From an optimization exercise on the open Yosys and OpenROAD flow, aimed at small area, a short achievable clock period and few clock cycles per item; shortcuts taken in it are not production practice.
Where RTL was checked, it was by simulation tests only, not by an equivalence proof against the original.
For run 5, only the layout was checked, not whether the RTL still works.

## flow/design.v (module list and top-level ports; edited modules follow where they fit)
// module mandel_engine: 111 lines
// module mandel_dp: 1444 lines
// module mandel_fa: 10 lines
module mandel_engine #(
    parameter int BITS      = 16,
    parameter int ITER_BITS = 7
) (
    input  logic                   clk,
    input  logic                   rst_n,
    input  logic                   in_valid,
    output logic                   in_ready,
    input  logic signed [BITS-1:0] in_x,
    input  logic signed [BITS-1:0] in_y,
    input  logic                   julia_mode,
    input  logic signed [BITS-1:0] julia_cx,
    input  logic signed [BITS-1:0] julia_cy,
    input  logic [ITER_BITS-1:0]   max_iter,
    input  logic                   abort,
    output logic                   out_valid,
    input  logic                   out_ready,
    output logic [ITER_BITS-1:0]   out_iter,
    output logic                   out_escaped,
    output logic                   busy
);
  // ...
==> flow/flow/run.sh <==
#!/bin/bash
# The standard layout (standard.sh), with: the port buffers made from
# sky130_fd_sc_hd__buf_1 cells instead of the default choice of a delay
# buffer; clock tree synthesis without dummy loads; after global placement,
# registers with many loads upsized (flow/gain.tcl); after detailed
# placement, buffers with many loads upsized (flow/bufs.tcl).
set -euo pipefail
export BUFFER_PORTS_ARGS="-buffer_cell sky130_fd_sc_hd__buf_1"
export CTS_ARGS="-sink_clustering_enable -repair_clock_nets -buf_list sky130_fd_sc_hd__clkbuf_8 -dont_use_dummy_load"
export POST_GLOBAL_PLACE_TCL="$(pwd)/flow/gain.tcl"
export POST_DETAIL_PLACE_TCL="$(pwd)/flow/bufs.tcl"
bash standard.sh > standard.log 2>&1
==> flow/flow/bufs.tcl <==
# After detailed placement: buffers that drive many loads get a stronger
# drive of their own kind (buf_4 -> buf_8).
set n 0
foreach inst [get_cells *] {
  if {[get_property $inst ref_name] ne "sky130_fd_sc_hd__buf_4"} { continue }
  set o [get_pins -of_objects $inst -filter "direction == output"]
  set loads [llength [get_pins -of_objects [get_nets -of_objects $o] -filter "direction == input"]]
  if {$loads >= 16} {
    replace_cell $inst sky130_fd_sc_hd__buf_8
    incr n
  }
}
puts "bufs.tcl: upsized $n buffers"
==> flow/flow/gain.tcl <==
# After global placement: registers that drive many loads get the
# strongest drive of their own cell type (dfxtp_1 -> dfxtp_4).
set n 0
foreach inst [get_cells *] {
  if {[get_property $inst ref_name] ne "sky130_fd_sc_hd__dfxtp_1"} { continue }
  set q [get_pins -of_objects $inst -filter "direction == output"]
  set loads [llength [get_pins -of_objects [get_nets -of_objects $q] -filter "direction == input"]]
  if {$loads >= 8} {
    replace_cell $inst sky130_fd_sc_hd__dfxtp_4
    incr n
  }
}
puts "gain.tcl: upsized $n registers"
==> flow/standard.sh <==
#!/bin/bash
# synth_recipe.tcl (not shown) runs the flow's synth.tcl, then flattens the netlist and writes it again
# the make line also repeats each setting of config.mk as NAME=value (left out here)
make -C /OpenROAD-flow-scripts/flow DESIGN_CONFIG=/design/flow/config.mk WORK_HOME=/design/flow/orfs CLKGATE_MAP_FILE= SYNTH_SCRIPT=/design/flow/synth_recipe.tcl "${@:-finish}"
==> flow/config.mk <==
export PLATFORM = sky130hd
export DESIGN_NAME = mandel_engine
export DESIGN_NICKNAME = mandel_engine
export VERILOG_FILES = /design/flow/design.v
export SDC_FILE = /design/flow/constraint.sdc
export NUM_CORES = 4
export LEC_CHECK = 0
export CAP_MARGIN = 20
export CORE_ASPECT_RATIO = 0.7
export CORE_MARGIN = 2
export CORE_UTILIZATION = 65
export CTS_BUF_LIST = sky130_fd_sc_hd__clkbuf_8
export PLACE_DENSITY = 0.8
export SLEW_MARGIN = 20
export SYNTH_HIERARCHICAL = 1
export SYNTH_MINIMUM_KEEP_SIZE = 0
==> flow/constraint.sdc <==
create_clock -name core_clock -period 14.0 [get_ports {clk}]
set_input_delay 2.8000 -clock core_clock [delete_from_list [all_inputs] [get_ports {clk}]]
set_output_delay 2.8000 -clock core_clock [all_outputs]
set_load 0.01 [all_outputs]
==> run summary, run 1 <==
- Dpl cells: 2081
- Routed Antenna Nets: 0
- Clk cell area share: 0.0120
- GRT Residual Overflow: 0
- Final period util: 0.445
- R2r endpoint: zxn_q[15]$_DFF_P_
- Layout fillers: just under 2000
- Tapcell count: 371
- Number of global-route vias before repair: 14000
- Fraction of area in registers: 0.158
- # IOs: 88
- Post-synthesis compound-gate area fraction: 0.0463
- Post-route cell area: 19500 µm²
- Drt pass-1 iters: 5
- HP Class: reg2reg
- N_diodes: 0
- FMAX: 161 MHz
- M3 GR Usage: 0.120
- Vias per cell: 6.13
- Setup violators final: 0
- Mapped Cells: 1696
- Pre-CTS setup slack: 7.84 ns
- Crit path largest cell delay: 0.58 ns
- DRC violations left: 0
- Number of non-clock inverters in the layout: between 80 and 90
- Setup slack, reg-to-reg: 7.77 ns
- Prevailing post-synth register cell: edfxtp_1
- Core Box Area: 27800 µm²
- Status: complete, no violations
- Drt total wl: 45600 µm
- Clk latency of the worst-skew pair: 0.49 ns
- Critical Path Start Type: register
- Clock sinks: 116
- Finished Layout Cells: 2098
- Initial antenna violation count: 0
Testbench counts, summed over its fixed seeds: cycles 83,179, points 2,048.
==> run 2: changes to the inputs <==
--- a/flow/flow/bufs.tcl
+++ b/flow/flow/bufs.tcl
@@ -5,7 +5,7 @@
   if {[get_property $inst ref_name] ne "sky130_fd_sc_hd__buf_4"} { continue }
   set o [get_pins -of_objects $inst -filter "direction == output"]
   set loads [llength [get_pins -of_objects [get_nets -of_objects $o] -filter "direction == input"]]
-  if {$loads >= 16} {
+  if {$loads >= 10} {
     replace_cell $inst sky130_fd_sc_hd__buf_8
     incr n
   }
--- a/flow/config.mk
+++ b/flow/config.mk
@@ -6,7 +6,6 @@
 export NUM_CORES = 4
 export LEC_CHECK = 0
 export CAP_MARGIN = 20
-export CORE_ASPECT_RATIO = 0.7
 export CORE_MARGIN = 2
 export CORE_UTILIZATION = 65
 export CTS_BUF_LIST = sky130_fd_sc_hd__clkbuf_8
==> run summary, run 2 <==
- Status: complete, no violations
- Multi-input logic area: 14600 µm²
- Row count: 61
- Warnings from Yosys: 7
- Commonest non-fill, non-tap cell in the layout: nor2_1
- Final hold vios: 0
- Drt pass-1 iters: 5 (unchanged)
- N_diodes: 0 (unchanged)
- Crit-path max FO: 30
- Util after Layout: 0.701
- Hold Path Sink: iter_q[5]$_SDFFE_PP0P_
- Max-Cap Viols: 0
- Adder-cell share of the synthesized area: 0.542
- Longest Clk Path Bufs: 2
- Clock sinks: 116 (unchanged)
- Setup_tns: 0 ns
- Hold Crit Depth: 2
- Number of global-route vias before repair: 14600 (+4.2%)
- FF/Latch Area: 3070 µm²
- Crit path cell chain: buf_8 > nor2_1 > fa_1 > fa_1 > fa_1 > fa_1 > ha_1 > nand4_1 > a21oi_1 > a211o_1 > a21o_1 > a21oi_2 > fa_1 > fa_1 > nor2b_1 > o2111ai_1 > nand2_1 > a41oi_1 > o2111ai_1 > a21oi_1 > xnor2_1 > mux2_2
- TritonCTS Buffers: 17
- Post-CTS Setup Bufs: 0
- RSZ-0062 raised after global routing: false
- Synth top area cells: fa_1 44%, edfxtp_1 12%, ha_1 10%
- GRT Residual Overflow: 0 (unchanged)
- Post-synthesis mux area share: 0.0399
- Port buffer count: 87
- Vias per cell: 6.14 (about the same)
- Largest family of logic cells by synthesized area: adder cells
- Length in cells of the worst reg-to-reg path: 22
- H-tree levels: 4
- Synth Area in Simple Gates: 0.123
- Slowest CP cell: fa_1
- # IOs: 88 (unchanged)
- Full die area: 29600 µm²
- Most frequent cells after synthesis: 408 x nor2_1, 405 x fa_1, 148 x ha_1
- Crit-path most repeated cell: fa_1
- Mapped Cells: 1696 (unchanged)
- Distinct cells, synth: 63
- Headroom to the max-slew limit: 0.283
- Critical Path Start Type: register
- Final net count: 2359
- First-pass GRT wire length: 72100 µm
- Top cell type's share of synthesized area: 0.441
- Fin. max-slew vios: 0
- XOR/XNOR share of the synthesized area: 0.0410
- HP Start: iter_q[5]$_SDFFE_PP0P_
- CTS tree: built
- Setup violators final: 0 (unchanged)
- Routed Antenna Nets: 0 (unchanged)
- Yosys top cell by area: fa_1
- Starting Density: 0.662
- Maximum number of pins on one net before global-route repair: 49
- Most common cell in the netlist: nor2_1
- Total Routing Usage GR: 0.322
- WP data arrival: 6.47 ns
- Setup slack, reg-to-reg: 7.89 ns (+0.12 ns)
- Dpl cells: 2088 (+0.34%)
- CTS resizes: 0
- Final Critical Period: ~6.1 ns
- Seq cells post-synth: 116
- Share of cells above drive strength 1: 0.0654
- Core Box Area: 27800 µm² (-0.14%)
- EDFF count, synth: 71
- Syn Area/Cell: 10.8 µm²
- DRT iter0 DRCs: 1024
- Crit path largest cell delay: 0.55 ns (-0.03 ns)
- Layout fillers: 2059 (+3.9%)
- Prevailing post-synth register cell: edfxtp_1
- Hold slack: around 0.54 ns
- Worst Path Required: 14.37 ns
- Via count: 12900
- DIE WIDTH: about 170 µm
- Final period util: 0.436 (-0.00887)
- FMAX: 164 MHz (+2.0%)
- Die Ht: 172 µm
- Register area share after synthesis: 0.165
- Root Buffer: clkbuf_8
- Crit Path Class: reg2reg
- Crit end category: register
- DRC violations left: 0 (unchanged)
- Post-Syn Area: 18400 µm²
- Initial antenna violation count: 0 (unchanged)
- CTS clk-pin slew, worst paths: approximately 0.08 ns
- Layout area overhead: 5.87%
- CTS Hold Bufs: 0
- Slew at the pin closest to its max-slew limit: between 1 and 1.5 ns
- DP HPWL: approximately 31000 µm
- Wire length per cell: around 20 µm
- Finished Layout Cells: 2105 (+0.33%)
- Post-synthesis compound-gate area fraction: 0.0463 (unchanged)
- R2r endpoint: yh_q$_DFF_P_
- Clk latency of the worst-skew pair: 0.48 ns (about the same)
- Drt total wl: 43300 µm (-4.9%)
- Reg2Reg Launch Point: zyn_q[8]$_DFF_P_
- HP Class: reg2reg
- Final Skew: 0.0378 ns
- Highest-count cells in the layout ignoring fill and taps: 408 x nor2_1, 405 x fa_1, 148 x ha_1
- Post-synthesis async set-or-reset flop share: 0
==> run 2: worst max path at each step <==
stage                           start  slack (ns)      endpoint  cells after the start
floorplan           zyn_q[12]$_DFF_P_        8.19  xh_q$_DFF_P_                     20
global placement     zxn_q[6]$_DFF_P_        7.96  xh_q$_DFF_P_                     19
detailed placement   zyn_q[8]$_DFF_P_        7.86  yh_q$_DFF_P_                     22
CTS                  zyn_q[8]$_DFF_P_        7.90  yh_q$_DFF_P_                     22
global route         zyn_q[8]$_DFF_P_        7.63  yh_q$_DFF_P_                     22
finish               zyn_q[8]$_DFF_P_        7.89  yh_q$_DFF_P_                     22
==> run 2: per-stage QoR <==
stage / instance area [µm²] / setup slack [ns]
after floorplan: 18400 / 8.19
after global placement: 19000 / 7.96
after detailed placement: 19000 / 7.86
after CTS: 19500 / 7.90
after global routing: 19500 / 7.63
final: 19500 / 7.89
==> run 2: critical path: cells and delay by family, from the launching register on <==
kind,cells,cell delay (ns)
DFF,1,0.35
AOI/OAI and AO/OA,8,1.35
buffers and inverters,1,0.25
and+or+nand+nor,4,0.56
adders and majority gates,7,3.07
muxes,1,0.25
xor gates and xnor gates,1,0.13
==> run 2: per-layer routing <==
| metal | vias to the layer above | track usage | part of all wire |
|---|---|---|---|
| li1 | 5517 | - | - |
| met1 | 6567 | 0.389 | 0.37 |
| met2 | 659 | 0.550 | 0.51 |
| met3 | 172 | 0.0689 | 0.078 |
| met4 | 0 | 0.161 | 0.048 |
| met5 | - | 0 | 0 |
==> run 2: final cells by class <==
type	count	share of cell area
Multi-Input combinational cell	1391	0.750
Sequential cell	116	0.158
Timing Repair Buffer	117	0.0400
Tap cell	378	0.0243
Inverter	86	0.0166
Clock buffer	17	0.0120
==> run 2: Yosys stat by module (local to each module, per instance) <==
module | copies in the design | cell area [µm²] | cells inside | flops+latches
mandel_dp | 1 | 5490 | 951 | 0
mandel_engine | 1 | 4880 | 345 | 116
mandel_fa | 400 | 20.0 | 1 | 0
==> run 2: kinds of logic (layout without fill, tap and decap cells) <==
kind of cell / count (synthesis) / after routing
other: 2 / 6
adder cells (fa/ha/maj): 553 / 553
XOR/XNOR: 86 / 86
flip-flops: 116 / 116
AO/OA/AOI/OAI: 128 / 128
AND/OR/NAND/NOR: 549 / 549
buffers and inverters: 193 / 220
multiplexers: 69 / 69
==> run 3: changes to the inputs <==
--- a/flow/flow/bufs.tcl
+++ b/flow/flow/bufs.tcl
@@ -5,7 +5,7 @@
   if {[get_property $inst ref_name] ne "sky130_fd_sc_hd__buf_4"} { continue }
   set o [get_pins -of_objects $inst -filter "direction == output"]
   set loads [llength [get_pins -of_objects [get_nets -of_objects $o] -filter "direction == input"]]
-  if {$loads >= 10} {
+  if {$loads >= 16} {
     replace_cell $inst sky130_fd_sc_hd__buf_8
     incr n
   }
--- a/flow/config.mk
+++ b/flow/config.mk
@@ -6,6 +6,8 @@
 export NUM_CORES = 4
 export LEC_CHECK = 0
 export CAP_MARGIN = 20
+export CELL_PAD_IN_SITES_DETAIL_PLACEMENT = 0
+export CELL_PAD_IN_SITES_GLOBAL_PLACEMENT = 0
 export CORE_MARGIN = 2
 export CORE_UTILIZATION = 65
 export CTS_BUF_LIST = sky130_fd_sc_hd__clkbuf_8
==> run summary, run 3 <==
- Status: complete, no violations
- Layout area overhead: 5.87% (unchanged)
- Post-synthesis compound-gate area fraction: 0.0463 (unchanged)
- Full die area: 29600 µm² (unchanged)
- Vias per cell: 6.14 (unchanged)
- Warnings from Yosys: 7 (unchanged)
- Crit Path Class: reg2reg
- Highest-count cells in the layout ignoring fill and taps: 408 x nor2_1, 405 x fa_1, 148 x ha_1
- Mapped Cells: 1696 (unchanged)
- Post-synthesis mux area share: 0.0399 (unchanged)
- Post-CTS Setup Bufs: 0 (unchanged)
- Slew at the pin closest to its max-slew limit: 1.07 ns (unchanged)
- Pre-CTS setup slack: 7.86 ns (unchanged)
- Length in cells of the worst reg-to-reg path: 22 (unchanged)
- Starting Density: 0.662 (unchanged)
- Setup_tns: 0 ns (unchanged)
- Distinct cells, synth: 63 (unchanged)
- Drt pass-1 iters: 5 (unchanged)
- Top delay family on crit path: adder cells
- Hold Crit Depth: 2 (unchanged)
- N_diodes: 0 (unchanged)
- Commonest non-fill, non-tap cell in the layout: nor2_1
- Adder-cell share of the synthesized area: 0.542 (unchanged)
- Synth Area in Simple Gates: 0.123 (unchanged)
- Most frequent cells after synthesis: 408 x nor2_1, 405 x fa_1, 148 x ha_1
- XOR/XNOR share of the synthesized area: 0.0410 (unchanged)
- Final Critical Period: 6.11 ns (unchanged)
- Largest family of logic cells by synthesized area: adder cells
- Layout fillers: 2059 (unchanged)
- Final hold vios: 0 (unchanged)
- DRT iter0 DRCs: 1024 (unchanged)
- First-pass GRT wire length: 72100 µm (unchanged)
- Clk latency of the worst-skew pair: 0.48 ns (about the same)
- Prevailing post-synth register cell: edfxtp_1
- Via count: 12900 (unchanged)
- Die Ht: 172 µm (unchanged)
- Post-synthesis async set-or-reset flop share: 0 (unchanged)
- CTS tree: built
- Worst Path Required: 14.37 ns (about the same)
- Initial antenna violation count: 0 (unchanged)
- GRT Residual Overflow: 0 (unchanged)
- DP HPWL: 31500 µm (unchanged)
- Synth top area cells: fa_1 44%, edfxtp_1 12%, ha_1 10%
- Max-Cap Viols: 0 (unchanged)
- Final period util: 0.436 (unchanged)
- Final net count: 2359 (unchanged)
- EDFF count, synth: 71 (unchanged)
- WP depth: 22 (unchanged)
- Yosys top cell by area: fa_1
- DIE WIDTH: 172 µm (unchanged)
- Clock sinks: 116 (unchanged)
- Number of global-route vias before repair: 14600 (unchanged)
- DRC violations left: 0 (unchanged)
- WP data arrival: 6.47 ns (about the same)
- Drt total wl: 43300 µm (unchanged)
- Crit-path most repeated cell: fa_1
- RSZ-0062 raised after global routing: false
- Headroom to the max-slew limit: 0.283 (unchanged)
- # IOs: 88 (unchanged)
- Register area share after synthesis: 0.165 (unchanged)
- HP Class: reg2reg
- Wire length per cell: 20.6 µm (unchanged)
- CTS clk-pin slew, worst paths: 0.08 ns (about the same)
- Crit path cell chain: buf_8 > nor2_1 > fa_1 > fa_1 > fa_1 > fa_1 > ha_1 > nand4_1 > a21oi_1 > a211o_1 > a21o_1 > a21oi_2 > fa_1 > fa_1 > nor2b_1 > o2111ai_1 > nand2_1 > a41oi_1 > o2111ai_1 > a21oi_1 > xnor2_1 > mux2_2
- TritonCTS Buffers: 17 (unchanged)
- Most common cell in the netlist: nor2_1
- Slowest CP cell: fa_1
- Maximum number of pins on one net before global-route repair: 49 (unchanged)
- Top cell type's share of synthesized area: 0.441 (unchanged)
- Crit-path max FO: 30 (unchanged)
- Finished Layout Cells: 2105 (unchanged)
- Longest Clk Path Bufs: 2 (unchanged)
- Row count: 61 (unchanged)
- Crit path largest cell delay: 0.55 ns (about the same)
- Share of cells above drive strength 1: 0.0654 (unchanged)
- Dpl cells: 2088 (unchanged)
- Routed Antenna Nets: 0 (unchanged)
- Root Buffer: clkbuf_8
- Syn Area/Cell: 10.8 µm² (unchanged)
- Core Box Area: 27800 µm² (unchanged)
- Total Routing Usage GR: 0.322 (unchanged)
- CTS Hold Bufs: 0 (unchanged)
- H-tree levels: 4 (unchanged)
- Final Skew: 0.0378 ns (unchanged)
- WP buf/inv: 1 (unchanged)
- Fin. max-slew vios: 0 (unchanged)
- Critical Path Start Type: register
- Port buffer count: 87 (unchanged)
- CTS resizes: 0 (unchanged)
- Setup WS post-layout: 7.89 ns (unchanged)
- Seq cells post-synth: 116 (unchanged)
- Post-Syn Area: 18400 µm² (unchanged)
- FMAX: 164 MHz (unchanged)
- Setup violators final: 0 (unchanged)
- Crit end category: register
-- run 3: cell counts after synthesis --
No cell type changed its count.
-- run 3: cell type report --
cell class,count,area (µm²),share of cell area
tap,378,473,0.0243
timing repair buffer,117,778,0.0400
multi-input combinational,1391,14600,0.750
clock buffer,17,234,0.0120
sequential,116,3070,0.158
inverter,86,323,0.0166
-- run 3: modules after synthesis (local to each module, per instance) --
module	flip-flops and latches	area, µm²
mandel_dp	0	5490
mandel_fa	0	20.0
mandel_engine	116	4880
-- run 3: path summary, 6_finish.rpt --
| check | from | to | slack, ns |
|---|---|---|---|
| setup / recovery | zyn_q[8]$_DFF_P_ | yh_q$_DFF_P_ | 7.89 |
| hold / removal | iter_q[5]$_SDFFE_PP0P_ | iter_q[5]$_SDFFE_PP0P_ | 0.54 |
| setup reg to reg | zyn_q[8]$_DFF_P_ | yh_q$_DFF_P_ | 7.89 |
| hold reg to reg | iter_q[5]$_SDFFE_PP0P_ | iter_q[5]$_SDFFE_PP0P_ | 0.54 |
-- run 3: layer usage --
layer  wire [µm]  vias to the layer above  global-route usage
met4        2080                        0               0.161
met2       22000                      659               0.550
met3        3360                      172              0.0689
met5           0                        -                   0
li1            -                     5517                   -
met1       15900                     6567               0.389
-- run 3: worst min-delay path, cell delays in order, from the launching register on --
cell     delay [ns]
dfxtp_4        0.38
o21ai_0        0.07
a21oi_1        0.06
-- run 3: per-stage QoR --
step                cell area, µm²  hold WS (ns)  utilization
detailed placement           19000         0.532        0.684
floorplan                    18400         0.444            -
global route                 19500         0.571        0.701
global placement             19000         0.517        0.683
finish                       19500         0.540        0.701
CTS                          19500         0.541        0.701
-- run 3: logic make-up (layout without fill, tap and decap cells) --
kind of cell	Yosys count	count (layout)
AND/OR/NAND/NOR	549	549
adder cells (fa/ha/maj)	553	553
other	2	6
buffers and inverters	193	220
AO/OA/AOI/OAI	128	128
XOR/XNOR	86	86
flip-flops	116	116
multiplexers	69	69
==> run 4: changes to the inputs <==
==> flow/config.mk (replaced) <==
export PLATFORM = sky130hd
export DESIGN_NAME = mandel_engine
export DESIGN_NICKNAME = mandel_engine
export VERILOG_FILES = /design/flow/design.v
export SDC_FILE = /design/flow/constraint.sdc
export NUM_CORES = 4
export LEC_CHECK = 0
export CAP_MARGIN = 20
export CORE_MARGIN = 2
export CORE_UTILIZATION = 65
export CTS_BUF_LIST = sky130_fd_sc_hd__clkbuf_8
export PLACE_DENSITY = 0.7
export PLACE_DENSITY_LB_ADDON = 0.1
export SLEW_MARGIN = 20
export SYNTH_HIERARCHICAL = 1
export SYNTH_MINIMUM_KEEP_SIZE = 0
==> run summary, run 4 <==
- Core Box Area: 27800 µm² (unchanged)
- Register area share after synthesis: 0.165 (unchanged)
- Layout area overhead: 6.10%
- CTS resizes: 0 (unchanged)
- Headroom to the max-slew limit: 0.357 (+0.0736)
- Warnings from Yosys: 7 (unchanged)
- Drt pass-1 iters: 5 (unchanged)
- Crit end category: register
- Most common cell in the netlist: nor2_1
- Clock sinks: 116 (unchanged)
- R2r endpoint: xh_q$_DFF_P_
- Vias per cell: 5.99 (-2.4%)
- HP Start: iter_q[6]$_SDFFE_PP0P_
- Wire length per cell: 20.3 µm (-1.2%)
- Highest-count cells in the layout ignoring fill and taps: 408 x nor2_1, 405 x fa_1, 148 x ha_1
- Setup violators final: 0 (unchanged)
- # IOs: 88 (unchanged)
- Clk latency of the worst-skew pair: 0.45 ns (-0.03 ns)
- Post-CTS Setup Bufs: 0 (unchanged)
- Hold Path Sink: iter_q[6]$_SDFFE_PP0P_
- Distinct cells, synth: 63 (unchanged)
- Port buffer count: 87 (unchanged)
- DP HPWL: 32000 µm (+1.5%)
- Final net count: 2361 (+0.085%)
- Slew at the pin closest to its max-slew limit: 0.965 ns (-0.109 ns)
- TritonCTS Buffers: 17 (unchanged)
- DIE WIDTH: 172 µm (unchanged)
- Final Skew: 0.0277 ns (-0.0102 ns)
- Setup slack, reg-to-reg: 7.87 ns (-0.02 ns)
- Prevailing post-synth register cell: edfxtp_1
- RSZ-0062 raised after global routing: false
- CTS tree: built
- Routed Antenna Nets: 0 (unchanged)
- Crit Path Class: reg2reg
- Post-synthesis async set-or-reset flop share: 0 (unchanged)
- H-tree levels: 4 (unchanged)
- Fin. max-slew vios: 0 (unchanged)
- EDFF count, synth: 71 (unchanged)
- Top cell type's share of synthesized area: 0.441 (unchanged)
- Die Ht: 172 µm (unchanged)
- Crit path cell chain: buf_8 > inv_1 > fa_1 > fa_1 > fa_1 > fa_1 > inv_1 > ha_1 > fa_1 > fa_1 > ha_1 > a21o_1 > a21oi_1 > nand2_1 > a41oi_1 > o2111ai_1 > a21oi_1 > xnor2_1 > mux2_2
- First-pass GRT wire length: 70000 µm (-2.9%)
- Total Routing Usage GR: 0.314 (-0.00763)
- WP data arrival: 6.45 ns (-0.02 ns)
- Root Buffer: clkbuf_8
- Via count: 12600 (-2.3%)
- CTS Hold Bufs: 0 (unchanged)
- Commonest non-fill, non-tap cell in the layout: nor2_1
- Drt total wl: 42800 µm (-1.2%)
- HP Class: reg2reg
- Slowest CP cell: fa_1
- Mapped Cells: 1696 (unchanged)
- Maximum number of pins on one net before global-route repair: 49 (unchanged)
- Syn Area/Cell: 10.8 µm² (unchanged)
- Hold Crit Depth: 2 (unchanged)
- Reg2Reg Launch Point: zyn_q[8]$_DFF_P_
- Length in cells of the worst reg-to-reg path: 19 (-14%)
- Max-Cap Viols: 0 (unchanged)
- Status: complete, no violations
- Starting Density: 0.662 (unchanged)
- Full die area: 29600 µm² (unchanged)
- Final period util: 0.438 (+0.00170)
- Synth top area cells: fa_1 44%, edfxtp_1 12%, ha_1 10%
- Final Critical Period: 6.13 ns (+0.0238 ns)
- CTS clk-pin slew, worst paths: 0.07 ns (about the same)
- Longest Clk Path Bufs: 2 (unchanged)
- GRT Residual Overflow: 0 (unchanged)
- Post-Syn Area: 18400 µm² (unchanged)
- FMAX: 163 MHz (-0.39%)
- Crit-path max FO: 30 (unchanged)
- Yosys top cell by area: fa_1
- DRT iter0 DRCs: 905 (-12%)
- Number of global-route vias before repair: 13800 (-5.1%)
- Initial antenna violation count: 0 (unchanged)
- Dpl cells: 2089 (+0.048%)
- DRC violations left: 0 (unchanged)
- Crit-path most repeated cell: fa_1
- Finished Layout Cells: 2107 (+0.095%)
- Setup_tns: 0 ns (unchanged)
- Row count: 61 (unchanged)
- Critical Path Start Type: register
- Final hold vios: 0 (unchanged)
- Worst Path Required: 14.33 ns (-0.04 ns)
- Most frequent cells after synthesis: 408 x nor2_1, 405 x fa_1, 148 x ha_1
- Crit path largest cell delay: 0.57 ns (+0.02 ns)
- Share of cells above drive strength 1: 0.0677 (+0.00224)
- N_diodes: 0 (unchanged)
- Seq cells post-synth: 116 (unchanged)
==> run 4: cell counts after synthesis <==
Identical to the previous run, type by type.
==> run 4: worst max-delay path by stage <==
stage                      startpoint            to  cells after the start  slack (ns)
global placement     zyn_q[6]$_DFF_P_  xh_q$_DFF_P_                     20        7.86
CTS                 zxn_q[14]$_DFF_P_  xh_q$_DFF_P_                     19        7.90
detailed placement   zyn_q[6]$_DFF_P_  xh_q$_DFF_P_                     20        7.83
global route        zxn_q[14]$_DFF_P_  xh_q$_DFF_P_                     19        7.57
finish               zyn_q[8]$_DFF_P_  xh_q$_DFF_P_                     19        7.87
floorplan           zyn_q[12]$_DFF_P_  xh_q$_DFF_P_                     20        8.19
==> run 4: routing by layer <==
metal  wire length [µm]  GRT usage
met5                110     0.0296
met1              16500      0.400
met4               1520      0.120
met3               3170     0.0680
met2              21600      0.529
==> run 4: layout make-up <==
class | count | area [µm²]
Timing Repair Buffer | 119 | 813
Multi-Input combinational cell | 1391 | 14600
Clock buffer | 17 | 234
Tap cell | 378 | 473
Inverter | 86 | 323
Fill cell | 2107 | 8280
Sequential cell | 116 | 3070
==> run 4: worst max-delay path, delay by kind of cell, from the launching register on <==
kind / cells / cell delay [ns]
AO/OA/AOI/OAI: 5 / 1.11
adder cells (fa/ha/maj): 8 / 3.55
multiplexers: 1 / 0.25
flip-flops: 1 / 0.36
XOR/XNOR: 1 / 0.08
buffers and inverters: 3 / 0.52
AND/OR/NAND/NOR: 1 / 0.12
==> run 4: stage by stage <==
stage               utilization  hold WS (ns)  instance area (µm²)  setup slack (ns)
detailed placement        0.685         0.535                19000              7.83
global placement          0.683         0.514                19000              7.86
CTS                       0.701         0.545                19500              7.90
global route              0.702         0.589                19500              7.57
finish                    0.702         0.542                19500              7.87
floorplan                     -         0.444                18400              8.19
==> run 4: kinds of logic (layout without fill, tap and decap cells) <==
family                     count (synthesis)  in the layout  synth area share
muxes                                     69             69            0.0399
AOI/OAI and AO/OA                        128            128            0.0463
xor gates and xnor gates                  86             86            0.0410
buffers and inverters                    193            222            0.0425
other                                      2              6          0.000409
adders and majority gates                553            553             0.542
and+or+nand+nor                          549            549             0.123
DFF                                      116            116             0.165
==> run 4: modules after synthesis (local to each module, per instance) <==
| module | cells | flip-flops and latches | area, µm² | times used |
|---|---|---|---|---|
| mandel_fa | 1 | 0 | 20.0 | 400 |
| mandel_engine | 345 | 116 | 4880 | 1 |
| mandel_dp | 951 | 0 | 5490 | 1 |
==> module mandel_engine, before the edit <==
module mandel_engine #(
    parameter int BITS      = 16,
    parameter int ITER_BITS = 7
) (
    input  logic                   clk,
    input  logic                   rst_n,
    input  logic                   in_valid,
    output logic                   in_ready,
    input  logic signed [BITS-1:0] in_x,
    input  logic signed [BITS-1:0] in_y,
    input  logic                   julia_mode,
    input  logic signed [BITS-1:0] julia_cx,
    input  logic signed [BITS-1:0] julia_cy,
    input  logic [ITER_BITS-1:0]   max_iter,
    input  logic                   abort,
    output logic                   out_valid,
    input  logic                   out_ready,
    output logic [ITER_BITS-1:0]   out_iter,
    output logic                   out_escaped,
    output logic                   busy
);
    logic run_q, done_q;
    logic [6:0] iter_q, lim_q;
    logic signed [15:0] cx_q, cy_q;
    logic [15:0] zxn_q, zyn_q;
    logic [14:0] sxn_q, syn_q;
    logic [16:0] xn, yn;
    logic mesc;
    logic mesc_q, xh_q, yh_q, stop_q;
    mandel_dp u_dp (
        .zxn (zxn_q),
        .zyn (zyn_q),
        .cx  (cx_q),
        .cy  (cy_q),
        .xn  (xn),
        .yn  (yn),
        .mesc(mesc)
    );
    logic esc, big, fin, cyc, ckpt;
    assign esc  = mesc_q || (xh_q == zxn_q[15]) || (yh_q == zyn_q[15]);
    assign big  = (zxn_q[15] != zxn_q[14]) || (zyn_q[15] != zyn_q[14]);
    assign fin  = run_q && (esc || stop_q || big || cyc);
    assign cyc  = (zxn_q[14:0] == sxn_q) && (zyn_q[14:0] == syn_q) &&
                  (zxn_q[15] == zxn_q[14]) && (zyn_q[15] == zyn_q[14]) &&
                  (iter_q != '0);
    assign ckpt = ((iter_q & (iter_q - 7'd1)) == '0) || (iter_q[3:0] == '0);
    logic idle, accept;
    assign idle   = !run_q && !done_q;
    assign accept = idle && in_valid;
    always_ff @(posedge clk) begin
        if (!rst_n || abort) begin
            run_q  <= 1'b0;
            done_q <= 1'b0;
        end else if (accept) begin
            run_q  <= 1'b1;
        end else if (fin) begin
            run_q  <= 1'b0;
            done_q <= !out_ready;
        end else if (done_q && out_ready) begin
            done_q <= 1'b0;
        end
    end
    always_ff @(posedge clk) begin
        if (idle) begin
            zxn_q  <= ~in_x;
            zyn_q  <= ~in_y;
            xh_q   <= in_x[15];
            yh_q   <= in_y[15];
            mesc_q <= 1'b0;
        end else begin
            zxn_q  <= ~xn[15:0];
            zyn_q  <= ~yn[15:0];
            xh_q   <= xn[16];
            yh_q   <= yn[16];
            mesc_q <= mesc;
        end
    end
    always_ff @(posedge clk) begin
        if (accept) begin
            cx_q  <= julia_mode ? julia_cx : in_x;
            cy_q  <= julia_mode ? julia_cy : in_y;
            lim_q <= max_iter;
        end
    end
    always_ff @(posedge clk) begin
        if (run_q && ckpt) begin
            sxn_q <= zxn_q[14:0];
            syn_q <= zyn_q[14:0];
        end
    end
    logic oesc, esc_h, e1_h;
    logic [1:0] back;
    assign oesc = esc || (!stop_q && big);
    always_ff @(posedge clk) begin
        if (accept) begin
            iter_q <= '0;
            stop_q <= 1'b0;
        end else if (run_q) begin
            iter_q <= iter_q + 7'd1;
            stop_q <= iter_q == lim_q;
            esc_h  <= oesc;
            e1_h   <= esc;
        end
    end
    assign back        = run_q ? {1'b0, esc} : {e1_h, !e1_h};
    assign in_ready    = rst_n && idle;
    assign busy        = !idle;
    assign out_valid   = done_q || fin;
    assign out_escaped = run_q ? oesc : esc_h;
    assign out_iter    = out_escaped ? iter_q - {5'd0, back} : lim_q;
endmodule
==> run 5: changes to the inputs <==
--- a/flow/design.v
+++ b/flow/design.v
@@ -27,98 +27,11 @@
     logic [16:0] xn, yn;
     logic mesc;
     logic mesc_q, xh_q, yh_q, stop_q;
-    mandel_dp u_dp (
-        .zxn (zxn_q),
-        .zyn (zyn_q),
-        .cx  (cx_q),
-        .cy  (cy_q),
-        .xn  (xn),
-        .yn  (yn),
-        .mesc(mesc)
-    );
-    logic esc, big, fin, cyc, ckpt;
-    assign esc  = mesc_q || (xh_q == zxn_q[15]) || (yh_q == zyn_q[15]);
-    assign big  = (zxn_q[15] != zxn_q[14]) || (zyn_q[15] != zyn_q[14]);
-    assign fin  = run_q && (esc || stop_q || big || cyc);
-    assign cyc  = (zxn_q[14:0] == sxn_q) && (zyn_q[14:0] == syn_q) &&
-                  (zxn_q[15] == zxn_q[14]) && (zyn_q[15] == zyn_q[14]) &&
-                  (iter_q != '0);
-    assign ckpt = ((iter_q & (iter_q - 7'd1)) == '0) || (iter_q[3:0] == '0);
-    logic idle, accept;
-    assign idle   = !run_q && !done_q;
-    assign accept = idle && in_valid;
-    always_ff @(posedge clk) begin
-        if (!rst_n || abort) begin
-            run_q  <= 1'b0;
-            done_q <= 1'b0;
-        end else if (accept) begin
-            run_q  <= 1'b1;
-        end else if (fin) begin
-            run_q  <= 1'b0;
-            done_q <= !out_ready;
-        end else if (done_q && out_ready) begin
-            done_q <= 1'b0;
-        end
-    end
-    always_ff @(posedge clk) begin
-        if (idle) begin
-            zxn_q  <= ~in_x;
-            zyn_q  <= ~in_y;
-            xh_q   <= in_x[15];
-            yh_q   <= in_y[15];
-            mesc_q <= 1'b0;
-        end else begin
-            zxn_q  <= ~xn[15:0];
-            zyn_q  <= ~yn[15:0];
-            xh_q   <= xn[16];
-            yh_q   <= yn[16];
-            mesc_q <= mesc;
-        end
-    end
-    always_ff @(posedge clk) begin
-        if (accept) begin
-            cx_q  <= julia_mode ? julia_cx : in_x;
-            cy_q  <= julia_mode ? julia_cy : in_y;
-            lim_q <= max_iter;
-        end
-    end
-    always_ff @(posedge clk) begin
-        if (run_q && ckpt) begin
-            sxn_q <= zxn_q[14:0];
-            syn_q <= zyn_q[14:0];
-        end
-    end
-    logic oesc, esc_h, e1_h;
-    logic [1:0] back;
-    assign oesc = esc || (!stop_q && big);
-    always_ff @(posedge clk) begin
-        if (accept) begin
-            iter_q <= '0;
-            stop_q <= 1'b0;
-        end else if (run_q) begin
-            iter_q <= iter_q + 7'd1;
-            stop_q <= iter_q == lim_q;
-            esc_h  <= oesc;
-            e1_h   <= esc;
-        end
-    end
-    assign back        = run_q ? {1'b0, esc} : {e1_h, !e1_h};
-    assign in_ready    = rst_n && idle;
-    assign busy        = !idle;
-    assign out_valid   = done_q || fin;
-    assign out_escaped = run_q ? oesc : esc_h;
-    assign out_iter    = out_escaped ? iter_q - {5'd0, back} : lim_q;
-endmodule
-module mandel_dp (
-    input  logic        [15:0] zxn,
-    input  logic        [15:0] zyn,
-    input  logic signed [15:0] cx,
-    input  logic signed [15:0] cy,
-    output logic        [16:0] xn,
-    output logic        [16:0] yn,
-    output logic               mesc
-);
-    wire big = (zxn[15] ^ zxn[14]) | (zyn[15] ^ zyn[14]);
+    wire [15:0] zxn = zxn_q;
+    wire [15:0] zyn = zyn_q;
+    wire [15:0] cx = cx_q;
+    wire [15:0] cy = cy_q;
+    wire dp_big = (zxn[15] ^ zxn[14]) | (zyn[15] ^ zyn[14]);
     wire [14:0] x = ~zxn[14:0];
     wire [14:0] y = ~zyn[14:0];
     wire qxp0 = x[0] & x[1];
@@ -1551,7 +1464,79 @@
     wire [16:0] yn17 = ys0 + ys1 + mxyls[12];
     assign xn   = xn17;
     assign yn   = yn17;
-    assign mesc = big | mag[16];
+    assign mesc = dp_big | mag[16];
+    logic esc, big, fin, cyc, ckpt;
+    assign esc  = mesc_q || (xh_q == zxn_q[15]) || (yh_q == zyn_q[15]);
+    assign big  = (zxn_q[15] != zxn_q[14]) || (zyn_q[15] != zyn_q[14]);
+    assign fin  = run_q && (esc || stop_q || big || cyc);
+    assign cyc  = (zxn_q[14:0] == sxn_q) && (zyn_q[14:0] == syn_q) &&
+                  (zxn_q[15] == zxn_q[14]) && (zyn_q[15] == zyn_q[14]) &&
+                  (iter_q != '0);
+    assign ckpt = ((iter_q & (iter_q - 7'd1)) == '0) || (iter_q[3:0] == '0);
+    logic idle, accept;
+    assign idle   = !run_q && !done_q;
+    assign accept = idle && in_valid;
+    always_ff @(posedge clk) begin
+        if (!rst_n || abort) begin
+            run_q  <= 1'b0;
+            done_q <= 1'b0;
+        end else if (accept) begin
+            run_q  <= 1'b1;
+        end else if (fin) begin
+            run_q  <= 1'b0;
+            done_q <= !out_ready;
+        end else if (done_q && out_ready) begin
+            done_q <= 1'b0;
+        end
+    end
+    always_ff @(posedge clk) begin
+        if (idle) begin
+            zxn_q  <= ~in_x;
+            zyn_q  <= ~in_y;
+            xh_q   <= in_x[15];
+            yh_q   <= in_y[15];
+            mesc_q <= 1'b0;
+        end else begin
+            zxn_q  <= ~xn[15:0];
+            zyn_q  <= ~yn[15:0];
+            xh_q   <= xn[16];
+            yh_q   <= yn[16];
+            mesc_q <= mesc;
+        end
+    end
+    always_ff @(posedge clk) begin
+        if (accept) begin
+            cx_q  <= julia_mode ? julia_cx : in_x;
+            cy_q  <= julia_mode ? julia_cy : in_y;
+            lim_q <= max_iter;
+        end
+    end
+    always_ff @(posedge clk) begin
+        if (run_q && ckpt) begin
+            sxn_q <= zxn_q[14:0];
+            syn_q <= zyn_q[14:0];
+        end
+    end
+    logic oesc, esc_h, e1_h;
+    logic [1:0] back;
+    assign oesc = esc || (!stop_q && big);
+    always_ff @(posedge clk) begin
+        if (accept) begin
+            iter_q <= '0;
+            stop_q <= 1'b0;
+        end else if (run_q) begin
+            iter_q <= iter_q + 7'd1;
+            stop_q <= iter_q == lim_q;
+            esc_h  <= oesc;
+            e1_h   <= esc;
+        end
+    end
+    assign back        = run_q ? {1'b0, esc} : {e1_h, !e1_h};
+    assign in_ready    = rst_n && idle;
+    assign busy        = !idle;
+    assign out_valid   = done_q || fin;
+    assign out_escaped = run_q ? oesc : esc_h;
+    assign out_iter    = out_escaped ? iter_q - {5'd0, back} : lim_q;
 endmodule
 module mandel_fa (
     input  logic a,
--- a/flow/config.mk
+++ b/flow/config.mk
@@ -9,8 +9,7 @@
 export CORE_MARGIN = 2
 export CORE_UTILIZATION = 65
 export CTS_BUF_LIST = sky130_fd_sc_hd__clkbuf_8
-export PLACE_DENSITY = 0.7
-export PLACE_DENSITY_LB_ADDON = 0.1
+export PLACE_DENSITY = 0.8
 export SLEW_MARGIN = 20
 export SYNTH_HIERARCHICAL = 1
 export SYNTH_MINIMUM_KEEP_SIZE = 0
==> run summary, run 5 <==
- Clock sinks: 116 (unchanged)
- Distinct cells, synth: 59 (-6.3%)
- First-pass GRT wire length: 74100 µm (+5.9%)
- Post-synthesis compound-gate area fraction: 0.0572 (+0.0108)
- Final net count: 2388 (+1.1%)
- Total Routing Usage GR: 0.332 (+0.0175)
- Final Skew: 0.0270 ns (-0.000673 ns)
- Root Buffer: clkbuf_8
- Fin. max-slew vios: 0 (unchanged)
- Row count: 61 (unchanged)
- Register area share after synthesis: 0.165 (+0.000439)
- Syn Area/Cell: 10.6 µm² (-1.9%)
- Final period util: 0.434 (-0.00338)
- # IOs: 88 (unchanged)
- Largest family of logic cells by synthesized area: adder cells
- Critical Path Start Type: register
- Clk latency of the worst-skew pair: 0.48 ns (+0.03 ns)
- Top delay family on crit path: adder cells
- GRT Residual Overflow: 0 (unchanged)
- DP HPWL: 33200 µm (+3.7%)
- Most common cell in the netlist: nor2_1
- Dpl cells: 2116 (+1.3%)
- DRC violations left: 0 (unchanged)
- Crit-path max FO: 30 (unchanged)
- DRT iter0 DRCs: 1140 (+26%)
- Post-CTS Setup Bufs: 0 (unchanged)
- CTS tree: built
- Wire length per cell: 20.8 µm (+2.6%)
- EDFF count, synth: 71 (unchanged)
- Crit Path Class: reg2reg
- Layout area overhead: 6.29%
- Max-Cap Viols: 0 (unchanged)
- HP Class: reg2reg
- Slew at the pin closest to its max-slew limit: 1.06 ns (+0.0962 ns)
- CTS Hold Bufs: 0 (unchanged)
- Vias per cell: 6.19 (+3.4%)
- Initial antenna violation count: 1 (+1)
- Commonest non-fill, non-tap cell in the layout: nor2_1
- Post-Syn Area: 18300 µm² (-0.27%)
- Slowest CP cell: fa_1
- Mapped Cells: 1725 (+1.7%)
- Headroom to the max-slew limit: 0.292 (-0.0652)
- WP buf/inv: 1 (-2)
- Final hold vios: 0 (unchanged)
- DIE WIDTH: 172 µm (-0.13%)
- H-tree levels: 4 (unchanged)
- Setup violators final: 0 (unchanged)
- XOR/XNOR share of the synthesized area: 0.0344 (-0.00658)
- Maximum number of pins on one net before global-route repair: 48 (-2.0%)
- Number of global-route vias before repair: 14600 (+5.8%)
- Die Ht: 172 µm (-0.13%)
- Setup_tns: 0 ns (unchanged)
- Post-synthesis mux area share: 0.0278 (-0.0120)
- Full die area: 29600 µm² (-0.26%)
- Core Box Area: 27800 µm² (unchanged)
- Post-synthesis async set-or-reset flop share: 0 (unchanged)
- Drt pass-1 iters: 6 (+1)
- WP data arrival: 6.49 ns (+0.04 ns)
- Crit path largest cell delay: 0.53 ns (-0.04 ns)
- Highest-count cells in the layout ignoring fill and taps: 415 x nor2_1, 405 x fa_1, 148 x ha_1
- Worst Path Required: 14.40 ns (+0.07 ns)
- Adder-cell share of the synthesized area: 0.543 (+0.00144)
- Status: complete, no violations
- Starting Density: 0.660 (-0.00176)
- Prevailing post-synth register cell: edfxtp_1
- Drt total wl: 44500 µm (+3.9%)
- Final Critical Period: 6.08 ns (-0.0474 ns)
- RSZ-0062 raised after global routing: false
- Share of cells above drive strength 1: 0.0638 (-0.00389)
- Routed Antenna Nets: 0 (unchanged)
- Via count: 13200 (+4.8%)
- Longest Clk Path Bufs: 2 (unchanged)
- Top cell type's share of synthesized area: 0.442 (+0.00117)
- Crit end category: register
- Synth top area cells: fa_1 44%, edfxtp_1 12%, ha_1 10%
- Most frequent cells after synthesis: 416 x nor2_1, 405 x fa_1, 148 x ha_1
- CTS clk-pin slew, worst paths: 0.08 ns (about the same)
- Yosys top cell by area: fa_1
- FMAX: 164 MHz (+0.78%)
- Warnings from Yosys: 7 (unchanged)
- Finished Layout Cells: 2135 (+1.3%)
- Port buffer count: 87 (unchanged)
- Crit path cell chain: buf_8 > nor2_1 > fa_1 > fa_1 > fa_1 > fa_1 > fa_1 > ha_1 > o21ai_0 > nor2_1 > a211o_1 > fa_1 > a211oi_1 > o211ai_1 > a221oi_2 > o21ai_0 > xor2_1 > mux2i_1
- Seq cells post-synth: 116 (unchanged)
- CTS resizes: 0 (unchanged)
- TritonCTS Buffers: 17 (unchanged)
- Synth Area in Simple Gates: 0.131 (+0.00756)
- Crit-path most repeated cell: fa_1
[run 5: changes by cell type in the layout (fill, tap and decap cells not counted), sizes merged, moves of 5 or more]
cell / previous run / this run
mux2i: 35 / 15
a21oi: 45 / 55
nor3b: 0 / 6
xnor2: 56 / 22
xor2: 30 / 50
o21ai: 15 / 34
nor3: 5 / 15
o21a: 10 / 4
o2111ai: 9 / 4
and3: 2 / 10
nor2b: 8 / 1
nor2: 409 / 416
o211ai: 1 / 11
a211oi: 3 / 11
[run 5: final timing paths]
kind                          start                endpoint  slack (ns)  cells after the start
min reg2reg  iter_q[5]$_SDFFE_PP0P_  iter_q[5]$_SDFFE_PP0P_        0.56                      2
min          iter_q[5]$_SDFFE_PP0P_  iter_q[5]$_SDFFE_PP0P_        0.56                      2
max reg2reg        zxn_q[1]$_DFF_P_       zyn_q[15]$_DFF_P_        7.92                     18
max                zxn_q[1]$_DFF_P_       zyn_q[15]$_DFF_P_        7.92                     18
[run 5: kinds of logic after synthesis]
family / count (synthesis)
flops: 116
other cells: 2
simple gates: 578
compound gates: 162
fa+ha+maj: 553
xor+xnor: 72
mux: 47
buf+inv: 195
[run 5: per-module statistics from Yosys, one instance, submodules excluded]
module	flip-flops and latches	cells inside
mandel_engine	116	1325
mandel_fa	0	1
[run 5: tightest hold or removal path: cells and delay by family, from the launching register on]
family / cells / cell delay, ns
AOI/OAI and AO/OA: 2 / 0.14
DFF: 1 / 0.37
[run 5: stage by stage]
step | utilization | setup slack, ns | area (µm²) | hold WS (ns)
after floorplan | - | 8.12 | 18400 | 0.403
after global placement | 0.683 | 7.99 | 19000 | 0.511
after global routing | 0.701 | 7.63 | 19500 | 0.571
after detailed placement | 0.684 | 7.92 | 19000 | 0.510
final | 0.701 | 7.92 | 19500 | 0.560
after CTS | 0.700 | 8.00 | 19500 | 0.552
[run 5: area by class of cell]
type	count	area [µm²]
flip-flops and latches	116	3070
diodes	1	2.50
fillers	2005	8290
clock buffers	17	234
multi-input cells	1418	14600
inverters	87	327
well taps	378	473
repair buffers	118	806
[run 5: per-layer routing]
layer  global-route usage  vias to the layer above  part of all wire
met5                    0                        -                 0
met4                0.157                        0             0.052
met3               0.0721                      173             0.087
met2                0.564                      656              0.50
met1                0.407                     6715              0.36
li1                     -                     5671                 -
==> run 6: changes to the inputs <==
--- a/flow/design.v
+++ b/flow/design.v
@@ -27,11 +27,93 @@
     logic [16:0] xn, yn;
     logic mesc;
     logic mesc_q, xh_q, yh_q, stop_q;
-    wire [15:0] zxn = zxn_q;
-    wire [15:0] zyn = zyn_q;
-    wire [15:0] cx = cx_q;
-    wire [15:0] cy = cy_q;
-    wire dp_big = (zxn[15] ^ zxn[14]) | (zyn[15] ^ zyn[14]);
+    mandel_dp u_dp (
+        .zxn (zxn_q),
+        .zyn (zyn_q),
+        .cx  (cx_q),
+        .cy  (cy_q),
+        .xn  (xn),
+        .yn  (yn),
+        .mesc(mesc)
+    );
+    logic esc, fin, cyc, ckpt;
+    assign esc  = mesc_q || (xh_q == zxn_q[15]) || (yh_q == zyn_q[15]);
+    assign fin  = run_q && (esc || stop_q || cyc);
+    assign cyc  = (zxn_q[14:0] == sxn_q) && (zyn_q[14:0] == syn_q) &&
+                  (zxn_q[15] == zxn_q[14]) && (zyn_q[15] == zyn_q[14]) &&
+                  (iter_q != '0);
+    assign ckpt = ((iter_q & (iter_q - 7'd1)) == '0) || (iter_q[3:0] == '0);
+    logic idle, accept;
+    assign idle   = !run_q && !done_q;
+    assign accept = idle && in_valid;
+    always_ff @(posedge clk) begin
+        if (!rst_n || abort) begin
+            run_q  <= 1'b0;
+            done_q <= 1'b0;
+        end else if (accept) begin
+            run_q  <= 1'b1;
+        end else if (fin) begin
+            run_q  <= 1'b0;
+            done_q <= !out_ready;
+        end else if (done_q && out_ready) begin
+            done_q <= 1'b0;
+        end
+    end
+    always_ff @(posedge clk) begin
+        if (idle) begin
+            zxn_q  <= ~in_x;
+            zyn_q  <= ~in_y;
+            xh_q   <= in_x[15];
+            yh_q   <= in_y[15];
+            mesc_q <= 1'b0;
+        end else begin
+            zxn_q  <= ~xn[15:0];
+            zyn_q  <= ~yn[15:0];
+            xh_q   <= xn[16];
+            yh_q   <= yn[16];
+            mesc_q <= mesc;
+        end
+    end
+    always_ff @(posedge clk) begin
+        if (accept) begin
+            cx_q  <= julia_mode ? julia_cx : in_x;
+            cy_q  <= julia_mode ? julia_cy : in_y;
+            lim_q <= max_iter;
+        end
+    end
+    always_ff @(posedge clk) begin
+        if (run_q && ckpt) begin
+            sxn_q <= zxn_q[14:0];
+            syn_q <= zyn_q[14:0];
+        end
+    end
+    logic esc_h;
+    always_ff @(posedge clk) begin
+        if (accept) begin
+            iter_q <= '0;
+            stop_q <= 1'b0;
+        end else if (run_q) begin
+            iter_q <= iter_q + 7'd1;
+            stop_q <= iter_q == lim_q;
+            esc_h  <= esc;
+        end
+    end
+    assign in_ready    = rst_n && idle;
+    assign busy        = !idle;
+    assign out_valid   = done_q || fin;
+    assign out_escaped = run_q ? esc : esc_h;
+    assign out_iter    = out_escaped ? iter_q + {6'b111111, !done_q} : lim_q;
+endmodule
+module mandel_dp (
+    input  logic        [15:0] zxn,
+    input  logic        [15:0] zyn,
+    input  logic signed [15:0] cx,
+    input  logic signed [15:0] cy,
+    output logic        [16:0] xn,
+    output logic        [16:0] yn,
+    output logic               mesc
+);
+    wire big = (zxn[15] ^ zxn[14]) | (zyn[15] ^ zyn[14]);
     wire [14:0] x = ~zxn[14:0];
     wire [14:0] y = ~zyn[14:0];
     wire qxp0 = x[0] & x[1];
@@ -1464,79 +1546,7 @@
     wire [16:0] yn17 = ys0 + ys1 + mxyls[12];
     assign xn   = xn17;
     assign yn   = yn17;
-    assign mesc = dp_big | mag[16];
-    logic esc, big, fin, cyc, ckpt;
-    assign esc  = mesc_q || (xh_q == zxn_q[15]) || (yh_q == zyn_q[15]);
-    assign big  = (zxn_q[15] != zxn_q[14]) || (zyn_q[15] != zyn_q[14]);
-    assign fin  = run_q && (esc || stop_q || big || cyc);
-    assign cyc  = (zxn_q[14:0] == sxn_q) && (zyn_q[14:0] == syn_q) &&
-                  (zxn_q[15] == zxn_q[14]) && (zyn_q[15] == zyn_q[14]) &&
-                  (iter_q != '0);
-    assign ckpt = ((iter_q & (iter_q - 7'd1)) == '0) || (iter_q[3:0] == '0);
-    logic idle, accept;
-    assign idle   = !run_q && !done_q;
-    assign accept = idle && in_valid;
-    always_ff @(posedge clk) begin
-        if (!rst_n || abort) begin
-            run_q  <= 1'b0;
-            done_q <= 1'b0;
-        end else if (accept) begin
-            run_q  <= 1'b1;
-        end else if (fin) begin
-            run_q  <= 1'b0;
-            done_q <= !out_ready;
-        end else if (done_q && out_ready) begin
-            done_q <= 1'b0;
-        end
-    end
-    always_ff @(posedge clk) begin
-        if (idle) begin
-            zxn_q  <= ~in_x;
-            zyn_q  <= ~in_y;
-            xh_q   <= in_x[15];
-            yh_q   <= in_y[15];
-            mesc_q <= 1'b0;
-        end else begin
-            zxn_q  <= ~xn[15:0];
-            zyn_q  <= ~yn[15:0];
-            xh_q   <= xn[16];
-            yh_q   <= yn[16];
-            mesc_q <= mesc;
-        end
-    end
-    always_ff @(posedge clk) begin
-        if (accept) begin
-            cx_q  <= julia_mode ? julia_cx : in_x;
-            cy_q  <= julia_mode ? julia_cy : in_y;
-            lim_q <= max_iter;
-        end
-    end
-    always_ff @(posedge clk) begin
-        if (run_q && ckpt) begin
-            sxn_q <= zxn_q[14:0];
-            syn_q <= zyn_q[14:0];
-        end
-    end
-    logic oesc, esc_h, e1_h;
-    logic [1:0] back;
-    assign oesc = esc || (!stop_q && big);
-    always_ff @(posedge clk) begin
-        if (accept) begin
-            iter_q <= '0;
-            stop_q <= 1'b0;
-        end else if (run_q) begin
-            iter_q <= iter_q + 7'd1;
-            stop_q <= iter_q == lim_q;
-            esc_h  <= oesc;
-            e1_h   <= esc;
-        end
-    end
-    assign back        = run_q ? {1'b0, esc} : {e1_h, !e1_h};
-    assign in_ready    = rst_n && idle;
-    assign busy        = !idle;
-    assign out_valid   = done_q || fin;
-    assign out_escaped = run_q ? oesc : esc_h;
-    assign out_iter    = out_escaped ? iter_q - {5'd0, back} : lim_q;
+    assign mesc = big | mag[16];
 endmodule
 module mandel_fa (
     input  logic a,
==> flow/flow/run.sh (replaced) <==
#!/bin/bash
# The standard layout (standard.sh), with the port buffers made from
# sky130_fd_sc_hd__buf_1 cells instead of the default choice of a delay
# buffer, clock tree synthesis without dummy loads, and gain-based buffering
# of high-fanout nets after global placement (flow/gain.tcl) and after
# detailed placement (flow/bufs.tcl).
set -euo pipefail
export BUFFER_PORTS_ARGS="-buffer_cell sky130_fd_sc_hd__buf_1"
export CTS_ARGS="-sink_clustering_enable -repair_clock_nets -buf_list sky130_fd_sc_hd__clkbuf_8 -dont_use_dummy_load"
export POST_GLOBAL_PLACE_TCL="$(pwd)/flow/gain.tcl"
export POST_DETAIL_PLACE_TCL="$(pwd)/flow/bufs.tcl"
bash standard.sh > standard.log 2>&1
--- a/flow/config.mk
+++ b/flow/config.mk
@@ -9,7 +9,7 @@
 export CORE_MARGIN = 2
 export CORE_UTILIZATION = 65
 export CTS_BUF_LIST = sky130_fd_sc_hd__clkbuf_8
-export PLACE_DENSITY = 0.8
+export PLACE_DENSITY = 0.75
 export SLEW_MARGIN = 20
 export SYNTH_HIERARCHICAL = 1
 export SYNTH_MINIMUM_KEEP_SIZE = 0
==> run summary, run 6 <==
- Status: complete, no violations
- Met2 WL post-DR: 22000 µm (-1.6%)
- Row count: 61 (unchanged)
- Post-synthesis async set-or-reset flop share: 0 (unchanged)
- DRT iter0 DRCs: 835 (-27%)
- Number of global-route vias before repair: 14200 (-2.6%)
- Crit path largest cell delay: 0.58 ns (+0.05 ns)
- Drt total wl: 43100 µm (-3.2%)
- Most common cell in the netlist: nor2_1
- Crit Path Class: reg2reg
- Vias per cell: 6.02 (-2.7%)
- Post-Syn Area: 18300 µm² (-0.40%)
- Port buffer count: 87 (unchanged)
- Highest-count cells in the layout ignoring fill and taps: 407 x nor2_1, 404 x fa_1, 148 x ha_1
- Register area share after synthesis: 0.164 (-0.000987)
- Clk latency of the worst-skew pair: 0.46 ns (-0.02 ns)
- Post-CTS Setup Bufs: 0 (unchanged)
- Longest Clk Path Bufs: 2 (unchanged)
- Commonest non-fill, non-tap cell in the layout: nor2_1
- Wire length per cell: 20.5 µm (-1.5%)
- Yosys top cell by area: fa_1
- Root Buffer: clkbuf_8
- N_diodes: 0 (-1)
- Initial antenna violation count: 0 (-1)
- Crit path cell chain: buf_4 > inv_2 > nand2_1 > fa_1 > fa_1 > fa_1 > fa_1 > inv_1 > ha_1 > fa_1 > fa_1 > ha_1 > o2111ai_1 > nand2_1 > a41oi_1 > o21bai_1 > a21boi_1 > xnor2_1 > mux2i_1
- Full die area: 29500 µm² (-0.38%)
- First-pass GRT wire length: 70800 µm (-4.4%)
- Syn Area/Cell: 10.8 µm² (+1.8%)
- Final period util: 0.434 (about the same)
- Max-Cap Viols: 0 (unchanged)
- Setup violators final: 0 (unchanged)
- Die Ht: 172 µm (-0.19%)
- Slew at the pin closest to its max-slew limit: 1.06 ns (+0.00310 ns)
- CTS resizes: 0 (unchanged)
- HP Class: reg2reg
- Metal3 WL: 2930 µm (-24%)
- DP HPWL: 32200 µm (-2.8%)
- Share of cells above drive strength 1: 0.0645 (+0.000716)
- H-tree levels: 4 (unchanged)
- Most frequent cells after synthesis: 407 x nor2_1, 404 x fa_1, 148 x ha_1
- Distinct cells, synth: 61 (+3.4%)
- TritonCTS Buffers: 17 (unchanged)
- Crit-path most repeated cell: fa_1
- EDFF count, synth: 70 (-1.4%)
- Layout area overhead: 6.13%
- Final Skew: 0.0254 ns (-0.00161 ns)
- Fin. max-slew vios: 0 (unchanged)
- Total Routing Usage GR: 0.316 (-0.0157)
- Crit end category: register
- Clock sinks: 115 (-0.86%)
- CTS Hold Bufs: 0 (unchanged)
- # IOs: 88 (unchanged)
- Setup_tns: 0 ns (unchanged)
- WP buf/inv: 3 (+2)
- RSZ-0062 raised after global routing: false
- Starting Density: 0.659 (-0.000801)
- FMAX: 165 MHz (about the same)
- Util after Layout: 0.700 (-0.00191)
- Core Box Area: 27700 µm² (-0.27%)
- Final hold vios: 0 (unchanged)
- Layout fillers: 2009 (+0.20%)
- Final net count: 2352 (-1.5%)
- Headroom to the max-slew limit: 0.290 (-0.00207)
- Drt pass-1 iters: 5 (-1)
- Mapped Cells: 1688 (-2.1%)
- GRT Residual Overflow: 0 (unchanged)
- Warnings from Yosys: 7 (unchanged)
- Maximum number of pins on one net before global-route repair: 48 (unchanged)
- Seq cells post-synth: 115 (-0.86%)
- Top cell type's share of synthesized area: 0.443 (+0.000661)
- Top delay family on crit path: adder cells
- WP data arrival: 6.38 ns (-0.11 ns)
- DR top layer: met4
- Worst Path Required: 14.31 ns (-0.09 ns)
- DIE WIDTH: 172 µm (-0.19%)
- Slowest CP cell: fa_1
- Final Critical Period: 6.08 ns (-0.00378 ns)
- DRC violations left: 0 (unchanged)
- Critical Path Start Type: register
- Crit-path max FO: 25 (-17%)
- Met1 WL: 16300 µm (+1.6%)
- Routed Antenna Nets: 0 (unchanged)
- CTS clk-pin slew, worst paths: 0.07 ns (about the same)
- Via count: 12600 (-4.3%)
- Prevailing post-synth register cell: edfxtp_1
- CTS tree: built
- Synth top area cells: fa_1 44%, edfxtp_1 12%, ha_1 10%
## run 6: kinds of logic after synthesis
logic type,after synthesis,synth area share
simple gates,547,0.122
flops,115,0.164
buf+inv,192,0.0410
mux,71,0.0416
compound gates,123,0.0447
xor+xnor,86,0.0412
fa+ha+maj,552,0.544
other cells,2,0.000411
## run 6: path summary, 6_finish.rpt
kind | start | end | slack, ns | cells after the start
worst min register to register | zxn_q[0]$_DFF_P_ | sxn_q[0]$_DFFE_PP_ | 0.52 | 0
worst min-delay path | zxn_q[0]$_DFF_P_ | sxn_q[0]$_DFFE_PP_ | 0.52 | 0
worst max-delay path | zyn_q[14]$_DFF_P_ | zxn_q[14]$_DFF_P_ | 7.92 | 19
worst max register to register | zyn_q[14]$_DFF_P_ | zxn_q[14]$_DFF_P_ | 7.92 | 19
## run 6: final cells by class
class | instances | area, µm² | share of cell area
Inverter | 86 | 323 | 0.0167
Sequential cell | 115 | 3040 | 0.157
Multi-Input combinational cell | 1385 | 14500 | 0.750
Clock buffer | 17 | 234 | 0.0121
Tap cell | 378 | 473 | 0.0244
Timing Repair Buffer | 118 | 786 | 0.0405
## run 6: routing by layer
| metal | vias to the layer above | global-route usage |
|---|---|---|
| met4 | 0 | 0.148 |
| met1 | 6511 | 0.392 |
| met5 | - | 0 |
| li1 | 5484 | - |
| met2 | 528 | 0.541 |
| met3 | 119 | 0.0566 |
## run 6: stage by stage
stage / instances / instance area [µm²] / hold WS, ns / setup WS [ns]
floorplan: 1692 / 18300 / 0.444 / 8.19
detailed placement: 2082 / 18900 / 0.495 / 7.85
finish: 2099 / 19400 / 0.521 / 7.92
global placement: 2082 / 18900 / 0.509 / 7.86
CTS: 2099 / 19400 / 0.522 / 7.96
global route: 2099 / 19400 / 0.532 / 7.61
## run 6: per-module statistics from Yosys, one instance, submodules excluded
module | cells | area, µm² | times used
mandel_engine | 337 | 4760 | 1
mandel_fa | 1 | 20.0 | 400
mandel_dp | 951 | 5490 | 1
Testbench counts of run 6, summed over its fixed seeds: cycles 84,151, points 2,048.

-- static timing again, ports no longer ideal --
Ports are ideal in the flow. The routed layouts listed here were re-timed in OpenROAD. Step 1, drivers: a clkbuf_16 drives clk and a buf_2 each remaining input, both assumed. Step 2 also shifts input and output timing later by t, the mid clock arrival at the registers, as if the neighbouring blocks saw the same clock. Slacks: no drivers / after step 1 / after step 2; pairs: no drivers / after step 1.
| run | t (ns) | setup WS [ns] | latest minus earliest clock arrival (ns) | slew at the worst register clock pin (ns) |
|---|---|---|---|---|
| run 1 | 0.532 | 7.770 / 7.770 / 7.770 | 0.028 / 0.028 | 0.08 / 0.08 |
| run 2 | 0.509 | 7.894 / 7.894 / 7.894 | 0.037 / 0.038 | 0.08 / 0.08 |
| run 3 | 0.509 | 7.894 / 7.894 / 7.894 | 0.037 / 0.038 | 0.08 / 0.08 |
| run 4 | 0.483 | 7.870 / 7.870 / 7.870 | 0.028 / 0.029 | 0.08 / 0.08 |
| run 5 | 0.506 | 7.918 / 7.918 / 7.918 | 0.027 / 0.027 | 0.08 / 0.08 |
| run 6 | 0.483 | 7.921 / 7.921 / 7.921 | 0.031 / 0.031 | 0.08 / 0.08 |
After both steps every run listed still meets setup and hold.
